This design comes from an exercise in tuning for small area, a short achievable clock period and few clock cycles per item on the open sky130 flow, not from production work.
Only simulation tests tie the RTL to the original design; equivalence was not proved.
Power figures rest on the tool's default switching activity, not on a simulated workload.

==> flow/design.v <==
`timescale 1ns / 1ps
package adll_pkg;
    localparam int REQ_W    = 3;
    localparam int RANK_W   = 6;
    localparam int VALUE_W  = 32;
    localparam int STATUS_W = 2;
    localparam int RSLOT_W  = RANK_W + 1;
    localparam logic [REQ_W-1:0] REQ_PUSH_FRONT = 3'd0;
    localparam logic [REQ_W-1:0] REQ_PUSH_BACK  = 3'd1;
    localparam logic [REQ_W-1:0] REQ_DELETE     = 3'd2;
    localparam logic [REQ_W-1:0] REQ_INS_LEFT   = 3'd3;
    localparam logic [REQ_W-1:0] REQ_INS_RIGHT  = 3'd4;
    localparam logic [REQ_W-1:0] REQ_READ_OUT   = 3'd5;
    localparam logic [STATUS_W-1:0] ST_OK    = 2'd0;
    localparam logic [STATUS_W-1:0] ST_FULL  = 2'd1;
    localparam logic [STATUS_W-1:0] ST_DEAD  = 2'd2;
    localparam logic [STATUS_W-1:0] ST_EMPTY = 2'd3;
    localparam int HEAD_SLOT  = 0;
    localparam int TAIL_SLOT  = 1;
    localparam int FIRST_FREE = 2;
    typedef struct packed {
        logic                latch;        
        logic                rd_en;        
        logic                rd_follow;    
        logic                link1;        
        logic                link2;        
        logic                del;          
        logic                out_load;     
        logic [STATUS_W-1:0] out_status;
        logic                out_use_value;
        logic                out_last;
    } t_cmd;
    typedef struct packed {
        logic [REQ_W-1:0] req;
        logic             live;        
        logic             full;        
        logic             ptr_tail;    
        logic             walk_last;   
        logic             out_free;    
    } t_sts;
endpackage
`timescale 1ns / 1ps
import adll_pkg::*;
module array_doubly_linked_list_top (
    input  logic                       i_clk,
    input  logic                       i_rst_n,
    input  logic                       i_req_valid,
    output logic                       o_req_ready,
    input  logic        [REQ_W-1:0]    i_req_type,
    input  logic        [RANK_W-1:0]   i_node_rank,
    input  logic signed [VALUE_W-1:0]  i_item_value,
    output logic                       o_res_valid,
    input  logic                       i_res_ready,
    output logic signed [VALUE_W-1:0]  o_read_value,
    output logic        [STATUS_W-1:0] o_status,
    output logic                       o_last
);
    localparam int N  = 62;                  
    localparam int RW = RANK_W;
    localparam int VW = VALUE_W;
    localparam logic [RW-1:0] RANK_FULL = RW'(N + 1);
    logic                r_ready;
    logic                r_rq_v;             
    logic                r_rq_new;           
    logic [RW-1:0]       r_rq_rank;
    logic [VW-1:0]       r_rq_val;           
    logic [N-1:0][RW-1:0] r_pos;
    logic [RW-1:0]        r_len;
    logic [RW-1:0]        r_next;            
    logic [N:1][VW-1:0]   r_val;
    logic                 r_ro_act;          
    logic [RW-1:0]        r_ro_rem;          
    logic                r_o_v;
    logic [VW-1:0]       r_o_val;
    logic [STATUS_W-1:0] r_o_st;
    logic                r_o_last;
    logic                r_s_v;
    logic [VW-1:0]       r_s_val;
    logic [STATUS_W-1:0] r_s_st;
    logic                r_s_last;
    logic [6:0] r_dec;
    logic [6:0] dec_in, dec_n;
    assign dec_in = {i_req_type[2:1] == 2'b11, i_req_type == REQ_READ_OUT,
                     i_req_type == REQ_INS_RIGHT, i_req_type == REQ_INS_LEFT,
                     i_req_type == REQ_DELETE, i_req_type == REQ_PUSH_BACK,
                     i_req_type == REQ_PUSH_FRONT};
    assign dec_n  = r_ready ? dec_in : r_dec;
    logic is_pf, is_pb, is_del, is_insl, is_insr, is_rd, is_ins, is_none;
    assign {is_none, is_rd, is_insr, is_insl, is_del, is_pb, is_pf} = r_dec;
    assign is_ins  = is_pf | is_pb | is_insl | is_insr;
    logic r_full;                            
    logic full, len0, len1;
    assign full = r_full;
    assign len0 = (r_len == '0);
    assign len1 = (r_len == RW'(1));
    logic go;
    assign go = r_rq_v && !r_ro_act && !r_s_v;
    function automatic logic gt_const(input logic [RW-1:0] v, input int c);
        logic r;
        r = 1'b0;
        for (int b = 0; b < RW; b++) begin
            if (((c >> b) & 1) == 1) r = v[b] & r;
            else                     r = v[b] | r;
        end
        gt_const = r;
    endfunction
    logic [N:0]   lt;                        
    logic [N-1:0] m;                         
    logic [N-1:0] r_match;
    always_comb begin
        for (int i = 0; i <= N; i++) lt[i] = gt_const(r_len, i);
        m = r_match;
    end
    logic [N-1:0] pre [0:6];
    always_comb begin
        pre[0] = m;
        for (int l = 0; l < 6; l++) begin
            for (int i = 0; i < N; i++) begin
                if (((i >> l) & 1) == 1)
                    pre[l+1][i] = pre[l][i] | pre[l][((i >> l) << l) - 1];
                else
                    pre[l+1][i] = pre[l][i];
            end
        end
    end
    logic [N-1:0] ge;
    logic         found;
    assign ge    = pre[6];
    assign found = ge[N-1];
    logic r_ins_en, r_del_en, r_ro_step;
    logic ins_en, del_en, ro_first, ro_cont, ro_step, alloc, ro_last;
    assign ins_en   = r_ins_en;              
    assign del_en   = r_del_en;              
    assign ro_first = go && is_rd && !len0;
    assign ro_cont  = r_ro_act && !r_s_v;
    assign ro_step  = r_ro_step;             
    assign alloc    = ins_en && (is_pf || is_pb || found);
    assign ro_last  = r_ro_act ? (r_ro_rem == RW'(1)) : len1;
    logic [N-1:0] g;
    always_comb begin
        for (int i = 0; i < N; i++)
            g[i] = is_pf || (is_pb && !lt[i]) || (is_insl && ge[i]) ||
                   (is_insr && (i > 0 ? ge[(i > 0 ? i - 1 : 0)] : 1'b0));
    end
    logic [RW-1:0] bus;
    assign bus = ro_step ? r_pos[0] : r_next;
    logic [RW-1:0] nxt_rank;
    logic [N-1:0]  src_m;
    logic          src_new;
    assign nxt_rank = r_ready ? i_node_rank : r_rq_rank;
    always_comb begin
        for (int i = 0; i < N; i++) src_m[i] = r_ready ? (lt[i] && r_pos[i] == i_node_rank) : r_match[i];
        src_new = ro_step ? src_m[0] : (nxt_rank == r_next);
    end
    logic [N-1:0][RW-1:0] pos_n;
    logic [N-1:0]         pos_we;
    logic [N-1:0]         match_n;
    always_comb begin
        for (int i = 0; i < N; i++) begin
            logic ld, sr, sl;
            logic [RW-1:0] below, above;
            below = (i > 0)     ? r_pos[(i > 0 ? i - 1 : 0)] : '0;
            above = (i < N - 1) ? r_pos[(i < N - 1 ? i + 1 : 0)] : '0;
            ld = (ins_en && ((is_pf && i == 0) ||
                             (is_pb && !lt[i] && (i == 0 || lt[(i > 0 ? i - 1 : 0)])) ||
                             (is_insl && m[i]) ||
                             (is_insr && i > 0 && m[(i > 0 ? i - 1 : 0)]))) ||
                 (ro_step && lt[i] && !lt[i+1]);
            sr = ins_en && i > 0 && g[(i > 0 ? i - 1 : 0)];
            sl = (del_en && ge[i]) || (ro_step && lt[i+1]);
            pos_we[i]  = ld | sr | sl;
            pos_n[i]   = ({RW{ld}} & bus) | ({RW{sr}} & below) | ({RW{sl}} & above);
            match_n[i] = (ld & src_new) |
                         (sr & ((i > 0)     ? src_m[(i > 0 ? i - 1 : 0)]     : 1'b0)) |
                         (sl & ((i < N - 1) ? src_m[(i < N - 1 ? i + 1 : 0)] : 1'b0)) |
                         (!(ld | sr | sl) & src_m[i]);
        end
    end
    always_ff @(posedge i_clk) begin
        for (int i = 0; i < N; i++) begin
            if (pos_we[i]) r_pos[i] <= pos_n[i];
        end
        r_match <= match_n;
    end
    always_ff @(posedge i_clk) begin
        for (int k = 1; k <= N; k++) begin
            if (r_rq_new && r_next == RW'(k)) r_val[k] <= r_rq_val;
        end
    end
    logic [N:1] r_front;
    logic [N:1] front_n;
    logic       ld0, sl0;
    assign ld0 = (ins_en && (is_pf || (is_pb && !lt[0]) || (is_insl && m[0]))) ||
                 (ro_step && lt[0] && !lt[1]);
    assign sl0 = (del_en && ge[0]) || (ro_step && lt[1]);
    always_comb begin
        for (int k = 1; k <= N; k++) begin
            if (ld0 && !ro_step) front_n[k] = (r_next == RW'(k));
            else if (ld0)        front_n[k] = r_front[k];
            else if (sl0)        front_n[k] = (r_pos[1] == RW'(k));
            else                 front_n[k] = r_front[k];
        end
    end
    always_ff @(posedge i_clk) begin
        r_front <= front_n;
    end
    logic [VW-1:0] rd_val;
    always_comb begin
        rd_val = '0;
        for (int k = 1; k <= N; k++) begin
            if (r_front[k]) rd_val = rd_val | r_val[k];
        end
    end
    logic                push;
    logic [VW-1:0]       p_val;
    logic [STATUS_W-1:0] p_st;
    logic                p_last;
    assign push   = (go && !is_none) || ro_cont;
    assign p_val  = ro_step ? rd_val : '0;
    assign p_last = ro_step ? ro_last : 1'b1;
    always_comb begin
        p_st = ST_OK;
        if (!ro_cont) begin
            if (is_rd) begin
                if (len0) p_st = ST_EMPTY;
            end else if (is_del) begin
                if (!found) p_st = ST_DEAD;
            end else if ((is_insl || is_insr) && !found) begin
                p_st = ST_DEAD;
            end else if (full) begin
                p_st = ST_FULL;
            end
        end
    end
    logic [RW-1:0] len_inc, len_dec, next_inc;
    assign len_inc  = r_len + RW'(1);
    assign len_dec  = r_len - RW'(1);
    assign next_inc = r_next + RW'(1);
    logic blocked, s_v_n, rq_v_n, ro_act_n;
    assign blocked  = r_o_v && !i_res_ready;
    assign s_v_n    = blocked && (r_s_v || push);
    assign rq_v_n   = (r_ready && i_req_valid) || (r_rq_v && !go);
    assign ro_act_n = ro_first ? !len1 : (ro_cont ? (r_ro_rem != RW'(1)) : r_ro_act);
    logic go_n, full_n, len0_n;
    assign go_n   = rq_v_n && !ro_act_n && !s_v_n;
    assign full_n = alloc ? (r_next == RW'(N)) : r_full;
    assign len0_n = alloc ? 1'b0 : ((del_en && found) ? len1 : len0);
    always_ff @(posedge i_clk) begin
        if (!i_rst_n) begin
            r_ready  <= 1'b1;
            r_rq_v   <= 1'b0;
            r_rq_new <= 1'b0;
            r_len    <= '0;
            r_next   <= RW'(1);
            r_ro_act <= 1'b0;
            r_o_v    <= 1'b0;
            r_s_v    <= 1'b0;
            r_full   <= 1'b0;
            r_ins_en <= 1'b0;
            r_del_en <= 1'b0;
            r_ro_step <= 1'b0;
        end else begin
            r_full   <= full_n;
            r_ins_en <= go_n && (dec_n[0] || dec_n[1] || dec_n[3] || dec_n[4]) && !full_n;
            r_del_en <= go_n && dec_n[2];
            r_ro_step <= (go_n && dec_n[5] && !len0_n) || (ro_act_n && !s_v_n);
            r_ready  <= !rq_v_n || (!s_v_n && !ro_act_n);
            r_rq_v   <= rq_v_n;
            r_rq_new <= r_ready && i_req_valid;
            if (alloc) begin
                r_len  <= len_inc;
                r_next <= next_inc;
            end else if (del_en && found) begin
                r_len  <= len_dec;
            end
            r_ro_act <= ro_act_n;
            r_o_v    <= !blocked ? (r_s_v || push) : 1'b1;
            r_s_v    <= s_v_n;
        end
    end
    always_ff @(posedge i_clk) begin
        r_rq_val <= i_item_value;
        if (r_ready) begin
            r_dec     <= dec_in;
            r_rq_rank <= i_node_rank;
        end
        if (ro_first) begin
            r_ro_rem <= r_len - RW'(1);
        end else if (ro_cont) begin
            r_ro_rem <= r_ro_rem - RW'(1);
        end
        if (blocked && push) begin
            r_s_val  <= p_val;
            r_s_st   <= p_st;
            r_s_last <= p_last;
        end
    end
    always_ff @(posedge i_clk or negedge i_rst_n) begin
        if (!i_rst_n) begin
            r_o_val  <= '0;
            r_o_st   <= ST_OK;
            r_o_last <= 1'b0;
        end else if (!blocked) begin
            r_o_val  <= r_s_v ? r_s_val  : p_val;
            r_o_st   <= r_s_v ? r_s_st   : p_st;
            r_o_last <= r_s_v ? r_s_last : p_last;
        end
    end
    assign o_req_ready  = r_ready;
    assign o_res_valid  = r_o_v;
    assign o_read_value = r_o_val;
    assign o_status     = r_o_st;
    assign o_last       = r_o_last;
endmodule
==> flow/constraint.sdc <==
create_clock -name core_clock -period 7.0 [get_ports {i_clk}]
set_input_delay 1.4000 -clock core_clock [delete_from_list [all_inputs] [get_ports {i_clk}]]
set_output_delay 1.4000 -clock core_clock [all_outputs]
set_load 0.01 [all_outputs]
==> flow/config.mk <==
export PLATFORM = sky130hd
export DESIGN_NAME = array_doubly_linked_list_top
export DESIGN_NICKNAME = array_doubly_linked_list_top
export VERILOG_FILES = /design/flow/design.v
export SDC_FILE = /design/flow/constraint.sdc
export NUM_CORES = 4
export LEC_CHECK = 0
export ABC_CLOCK_PERIOD_IN_PS = 2500
export CAP_MARGIN = 20
export CORE_MARGIN = 2
export CORE_UTILIZATION = 40
export CTS_CLUSTER_DIAMETER = 100
export CTS_CLUSTER_SIZE = 27
export SETUP_SLACK_MARGIN = 4.0
export SLEW_MARGIN = 20
export TNS_END_PERCENT = 100
==> flow/run.sh <==
#!/bin/bash
# synth_recipe.tcl (not shown) runs the flow's synth.tcl, then flattens the netlist and writes it again
# the make line also repeats each setting of config.mk as NAME=value (left out here)
make -C /OpenROAD-flow-scripts/flow DESIGN_CONFIG=/design/flow/config.mk WORK_HOME=/design/flow/orfs CLKGATE_MAP_FILE= SYNTH_SCRIPT=/design/flow/synth_recipe.tcl finish
==> summary.txt <==
==> metal layers <==
| metal | vias up | part of all wire | global-route usage | wire, um |
|---|---|---|---|---|
| met1 | 40900 | 0.35 | 0.419 | 162000 |
| li1 | 30500 | - | - | - |
| met5 | - | 0.00025 | 0 | 114 |
| met2 | 7618 | 0.44 | 0.487 | 203000 |
| met4 | 18 | 0.069 | 0.181 | 31800 |
| met3 | 1637 | 0.15 | 0.0872 | 67800 |
==> critical path: stages (launching register included) <==
cell,delay [ns]
sky130_fd_sc_hd__dfxtp_4,0.36
sky130_fd_sc_hd__or3_4,0.40
sky130_fd_sc_hd__or3_4,0.35
sky130_fd_sc_hd__buf_6,0.13
sky130_fd_sc_hd__o31ai_4,0.20
sky130_fd_sc_hd__buf_12,0.18
sky130_fd_sc_hd__nand4_4,0.20
sky130_fd_sc_hd__buf_4,0.23
sky130_fd_sc_hd__o31a_1,0.35
sky130_fd_sc_hd__buf_4,0.18
sky130_fd_sc_hd__a221o_1,0.32
==> what timing repair did <==
item	4_1_cts	5_1_grt
gates cloned	12	1
pin swaps	193	87
gates resized for setup	465	214
setup buffers	166	52
endpoints found under the setup margin	1913	1279
hold buffers	0	0
==> cells in the mapped netlist (17+ instances only) <==
cell type	number	area share
sky130_fd_sc_hd__dfxtp_1	128	0.024
sky130_fd_sc_hd__or3_1	23	0.0013
sky130_fd_sc_hd__or4_1	42	0.0029
sky130_fd_sc_hd__a21oi_1	86	0.0040
sky130_fd_sc_hd__o31a_1	26	0.0021
sky130_fd_sc_hd__inv_1	105	0.0036
sky130_fd_sc_hd__o31ai_1	82	0.0057
sky130_fd_sc_hd__a222oi_1	48	0.0044
sky130_fd_sc_hd__clkbuf_1	420	0.014
sky130_fd_sc_hd__o22ai_1	19	0.0011
sky130_fd_sc_hd__nor4_1	74	0.0043
sky130_fd_sc_hd__a221oi_1	512	0.041
sky130_fd_sc_hd__nand2_1	241	0.0083
sky130_fd_sc_hd__dfrtp_1	35	0.0080
sky130_fd_sc_hd__o21ai_1	31	0.0014
sky130_fd_sc_hd__and2_1	86	0.0049
sky130_fd_sc_hd__a22o_1	500	0.040
sky130_fd_sc_hd__o21ai_0	226	0.010
sky130_fd_sc_hd__xor2_1	133	0.011
sky130_fd_sc_hd__buf_1	69	0.0024
sky130_fd_sc_hd__edfxtp_1	2460	0.68
sky130_fd_sc_hd__a22oi_1	171	0.012
sky130_fd_sc_hd__nand2b_1	28	0.0016
sky130_fd_sc_hd__a221o_1	271	0.025
sky130_fd_sc_hd__a31oi_1	56	0.0032
sky130_fd_sc_hd__nor2_1	499	0.017
sky130_fd_sc_hd__a32oi_1	19	0.0015
sky130_fd_sc_hd__nor3_1	62	0.0029
sky130_fd_sc_hd__xnor2_1	260	0.021
sky130_fd_sc_hd__or3b_2	25	0.0020
sky130_fd_sc_hd__nor2b_1	17	0.00098
sky130_fd_sc_hd__nand3_1	117	0.0054
sky130_fd_sc_hd__nand4_1	195	0.011
==> state kept, by name, indices dropped and copies added, names as in the netlist, 7 cells and up <==
| name | count |
|---|---|
| r_s_val | 32 |
| r_dec | 7 |
| r_pos | 372 |
| r_rq_val | 32 |
| r_match | 62 |
| r_o_val | 32 |
| r_front | 62 |
| r_val | 1984 |
==> report_power, final <==
part	internal, W	switching, W
logic	0.000236	0.000547
registers	0.0171	0.000164
clock network	0.00326	0.00512
==> cell type report <==
type	count	area, um^2	area share
Antenna cell	25	62.6	0.000509
Clock buffer	185	3100	0.0252
Clock inverter	20	440	0.00358
Inverter	109	427	0.00347
Multi-Input combinational cell	4133	31900	0.259
Sequential cell	2623	77400	0.630
Tap cell	3570	4470	0.0364
Timing Repair Buffer	540	5090	0.0414
==> cells by family (layout without fill, tap and decap cells) <==
logic type      Yosys count  in the layout  synth area share
xor+xnor                393            393            0.0316
compound gates         2197           2205             0.164
other cells               0             25                 0
flops                  2623           2623             0.710
mux                      25             25           0.00246
simple gates           1495           1497            0.0694
buf+inv                 610            854            0.0212
fa+ha+maj                13             13           0.00149
==> cells in the final DEF (no fill, tap or decap), types with 27 or more instances in the layout <==
| cell type | instances |
|---|---|
| sky130_fd_sc_hd__nor2_1 | 418 |
| sky130_fd_sc_hd__o31a_1 | 29 |
| sky130_fd_sc_hd__xnor2_1 | 260 |
| sky130_fd_sc_hd__a31oi_1 | 27 |
| sky130_fd_sc_hd__inv_1 | 104 |
| sky130_fd_sc_hd__buf_6 | 83 |
| sky130_fd_sc_hd__dfrtp_1 | 35 |
| sky130_fd_sc_hd__nand2_1 | 222 |
| sky130_fd_sc_hd__nor2_4 | 69 |
| sky130_fd_sc_hd__nor4_1 | 67 |
| sky130_fd_sc_hd__or3b_4 | 34 |
| sky130_fd_sc_hd__dfxtp_1 | 79 |
| sky130_fd_sc_hd__a221o_1 | 267 |
| sky130_fd_sc_hd__o21ai_1 | 67 |
| sky130_fd_sc_hd__xor2_1 | 133 |
| sky130_fd_sc_hd__a221oi_1 | 495 |
| sky130_fd_sc_hd__dfxtp_2 | 37 |
| sky130_fd_sc_hd__buf_4 | 334 |
| sky130_fd_sc_hd__nor3_1 | 49 |
| sky130_fd_sc_hd__a21oi_1 | 70 |
| sky130_fd_sc_hd__clkdlybuf4s50_1 | 37 |
| sky130_fd_sc_hd__o21ai_0 | 170 |
| sky130_fd_sc_hd__a22oi_1 | 145 |
| sky130_fd_sc_hd__a222oi_1 | 48 |
| sky130_fd_sc_hd__edfxtp_1 | 2460 |
| sky130_fd_sc_hd__o31ai_1 | 79 |
| sky130_fd_sc_hd__a22o_1 | 499 |
| sky130_fd_sc_hd__clkbuf_1 | 72 |
| sky130_fd_sc_hd__nand3_1 | 111 |
| sky130_fd_sc_hd__and2_1 | 83 |
| sky130_fd_sc_hd__nand4_1 | 195 |
| sky130_fd_sc_hd__clkbuf_16 | 114 |
==> worst max path at each step <==
stage,to,depth (start not counted),startpoint
final,r_pos[287],10,r_match[1]
after global routing,r_pos[248],7,r_match[23]
after floorplan,r_match[40],9,i_node_rank[2]
after global placement,r_match[56],9,i_node_rank[3]
after CTS,r_pos[332],10,r_match[1]
after detailed placement,r_match[52],9,i_node_rank[1]
==> metrics by stage <==
step | power, W | hold WS (ns) | cells | util | instance area, um^2
after floorplan | 0.0180 | 0.455 | 7356 | - | 109000
after global placement | 0.0183 | 0.462 | 10700 | 0.424 | 115000
after detailed placement | 0.0183 | 0.464 | 10700 | 0.424 | 115000
after CTS | 0.0264 | 0.493 | 11100 | 0.449 | 121000
after global routing | 0.0269 | 0.503 | 11200 | 0.454 | 123000
final | 0.0265 | 0.490 | 11200 | 0.454 | 123000
==> impl_metrics.xml <==
<?xml version="1.0" encoding="UTF-8"?>
<metrics>
  <group name="status">
    <metric name="outcome" unit="">timing/DRC/antenna clean</metric>
  </group>
  <group name="critical_path">
    <metric name="worst-r2r-cell-count" unit="">10</metric>
    <metric name="critical_path.max_fanout" unit="">7</metric>
    <metric name="setup.worst_path.end_class" unit="">flip-flop</metric>
    <metric name="timing.setup.critical_path_class" unit="">flip-flop to flip-flop</metric>
    <metric name="timing.critical_path.required" unit="ns">7.63</metric>
    <metric name="critPathLaunchType" unit="">flip-flop</metric>
    <metric name="rr_startpoint" unit="">r_match[1]</metric>
    <metric name="crit_arrival" unit="ns">3.80</metric>
    <metric name="rr_endpoint" unit="">r_pos[287]</metric>
    <metric name="rrSetupSlack" unit="ns">3.84</metric>
  </group>
  <group name="synthesis">
    <metric name="asyncSetResetFlopFracSynth" unit="">0.0133</metric>
    <metric name="synth_seq_area_share" unit="">0.710</metric>
    <metric name="yosys_warnings" unit="">2</metric>
    <metric name="synth.cell_area" unit="mm^2">0.109</metric>
    <metric name="postSynthRegisterBits" unit="">2623</metric>
    <metric name="synthFlopType" unit="">sky130_fd_sc_hd__edfxtp_1</metric>
    <metric name="synthesis.instances" unit="">7356</metric>
    <metric name="synth-edff-count" unit="">2460</metric>
    <metric name="synth_nets" unit="">7414</metric>
    <metric name="syn-mean-instance-area" unit="um^2">14.8</metric>
    <metric name="post_synth_num_cell_types" unit="">85</metric>
  </group>
  <group name="sta">
    <metric name="final-hold-violation-count" unit="">0</metric>
    <metric name="grt_setup_unrepaired" unit="">true</metric>
    <metric name="timing_max_transition_violations_final" unit="">0</metric>
    <metric name="setup_violations" unit="">0</metric>
    <metric name="max_freq" unit="MHz">316</metric>
    <metric name="worst_pin_slew" unit="ns">1.29</metric>
    <metric name="totalNegativeSetupSlack" unit="ns">0</metric>
    <metric name="finalClockSkew" unit="ns">0.133</metric>
    <metric name="final.min_clock_period" unit="ns">3.16</metric>
    <metric name="setup_ws" unit="ns">3.84</metric>
    <metric name="final.period_utilization" unit="">0.452</metric>
    <metric name="worst_slew_margin_rel" unit="">0.139</metric>
  </group>
  <group name="placement">
    <metric name="dp_hpwl" unit="mm">255</metric>
    <metric name="final_weighted_congestion_of_routability_driven_global_placement" unit="">0.953</metric>
    <metric name="placement.io_buffers" unit="">81</metric>
    <metric name="preCtsSetupSlack" unit="ns">2.49</metric>
  </group>
  <group name="grt">
    <metric name="grt_pass1_wl" unit="mm">620</metric>
    <metric name="gr-total-overflow" unit="">0</metric>
    <metric name="vias_in_the_first_global_route" unit="">73100</metric>
    <metric name="grt_start_max_net_pins" unit="">65</metric>
    <metric name="grt_antenna_before_repair" unit="">27</metric>
    <metric name="track_usage" unit="">0.322</metric>
  </group>
  <group name="cells_and_area">
    <metric name="area.growth.synth_to_final" unit="%">12.9</metric>
    <metric name="final_layout_size_suffix_gt1_frac" unit="">0.145</metric>
    <metric name="final.fill_count" unit="">23600</metric>
    <metric name="num-nets-final" unit="">7577</metric>
  </group>
  <group name="clocking">
    <metric name="clock_path_buffers" unit="">3</metric>
    <metric name="cts_tree" unit="">done</metric>
    <metric name="clock_tree.htree_level_count" unit="">3</metric>
    <metric name="cts_root_buffer" unit="">sky130_fd_sc_hd__clkbuf_16</metric>
    <metric name="clk_transition_reported_paths" unit="ns">0.11</metric>
    <metric name="clk_latency" unit="ns">0.91</metric>
    <metric name="clock_sinks" unit="">2623</metric>
    <metric name="num_cts_buffers" unit="">112</metric>
  </group>
  <group name="drt">
    <metric name="detail_route.vias_per_cell" unit="">7.20</metric>
    <metric name="routed_wire_length_per_instance" unit="um">41.4</metric>
    <metric name="detailedRoute.firstIterationViolations" unit="">16300</metric>
    <metric name="detail_route.wirelength" unit="mm">464</metric>
    <metric name="ant_nets" unit="">0</metric>
    <metric name="dr.pass1.iters" unit="">10</metric>
    <metric name="remaining_drc_errors" unit="">0</metric>
    <metric name="vias" unit="">80700</metric>
  </group>
  <group name="pwr">
    <metric name="power-per-cell-area" unit="mW/mm^2">215</metric>
    <metric name="leakage" unit="nW">38.5</metric>
    <metric name="peakVddDrop" unit="V">0.000255</metric>
  </group>
  <group name="floorplan">
    <metric name="number_of_placed_i_o_pins" unit="">82</metric>
    <metric name="die_w" unit="um">526</metric>
    <metric name="die-height" unit="um">526</metric>
    <metric name="floorplan.die_area" unit="mm^2">0.276</metric>
    <metric name="std_cell_rows" unit="">191</metric>
    <metric name="initial_core_util" unit="">0.402</metric>
    <metric name="design.core.area" unit="mm^2">0.271</metric>
  </group>
  <group name="min_path">
    <metric name="hold_class" unit="">flip-flop to flip-flop</metric>
    <metric name="worst_hold_startpoint" unit="">r_o_val[9]</metric>
    <metric name="timing.hold.worst_endpoint" unit="">r_o_val[9]</metric>
    <metric name="worst_hold_path.num_cells" unit="">2</metric>
  </group>
  <group name="run">
    <metric name="count_of_max_cap_constraint_violations" unit="">0</metric>
  </group>
</metrics>
Testbench counts, summed over its fixed seeds: cycles 9,566, items 3,840.

==> separate check: timing with driven ports <==
The results above use ideal ports. As a check the final layout listed here was re-extracted and re-timed, cells and wires unchanged. Step 1 sets driving cells, clkbuf_16 on the clock port and buf_2 on the other inputs (assumed; they add their load-dependent delay and slew). Step 2 moves the port delays by t, midway between the first and last clock arrival at a register: inputs arrive t later, outputs are due t later. That takes back most of the time a late clock gives input paths. Three values: no drivers, after step 1, after step 2; two values: the first two.
t, ns: 0.947
setup slack, ns: 3.836 / 3.836 / 3.142
worst setup path after step 2: input to register
After both steps this run still meets setup and hold. The setup slack of this run moves by 0.000 ns with the drivers and by -0.694 ns with both steps.
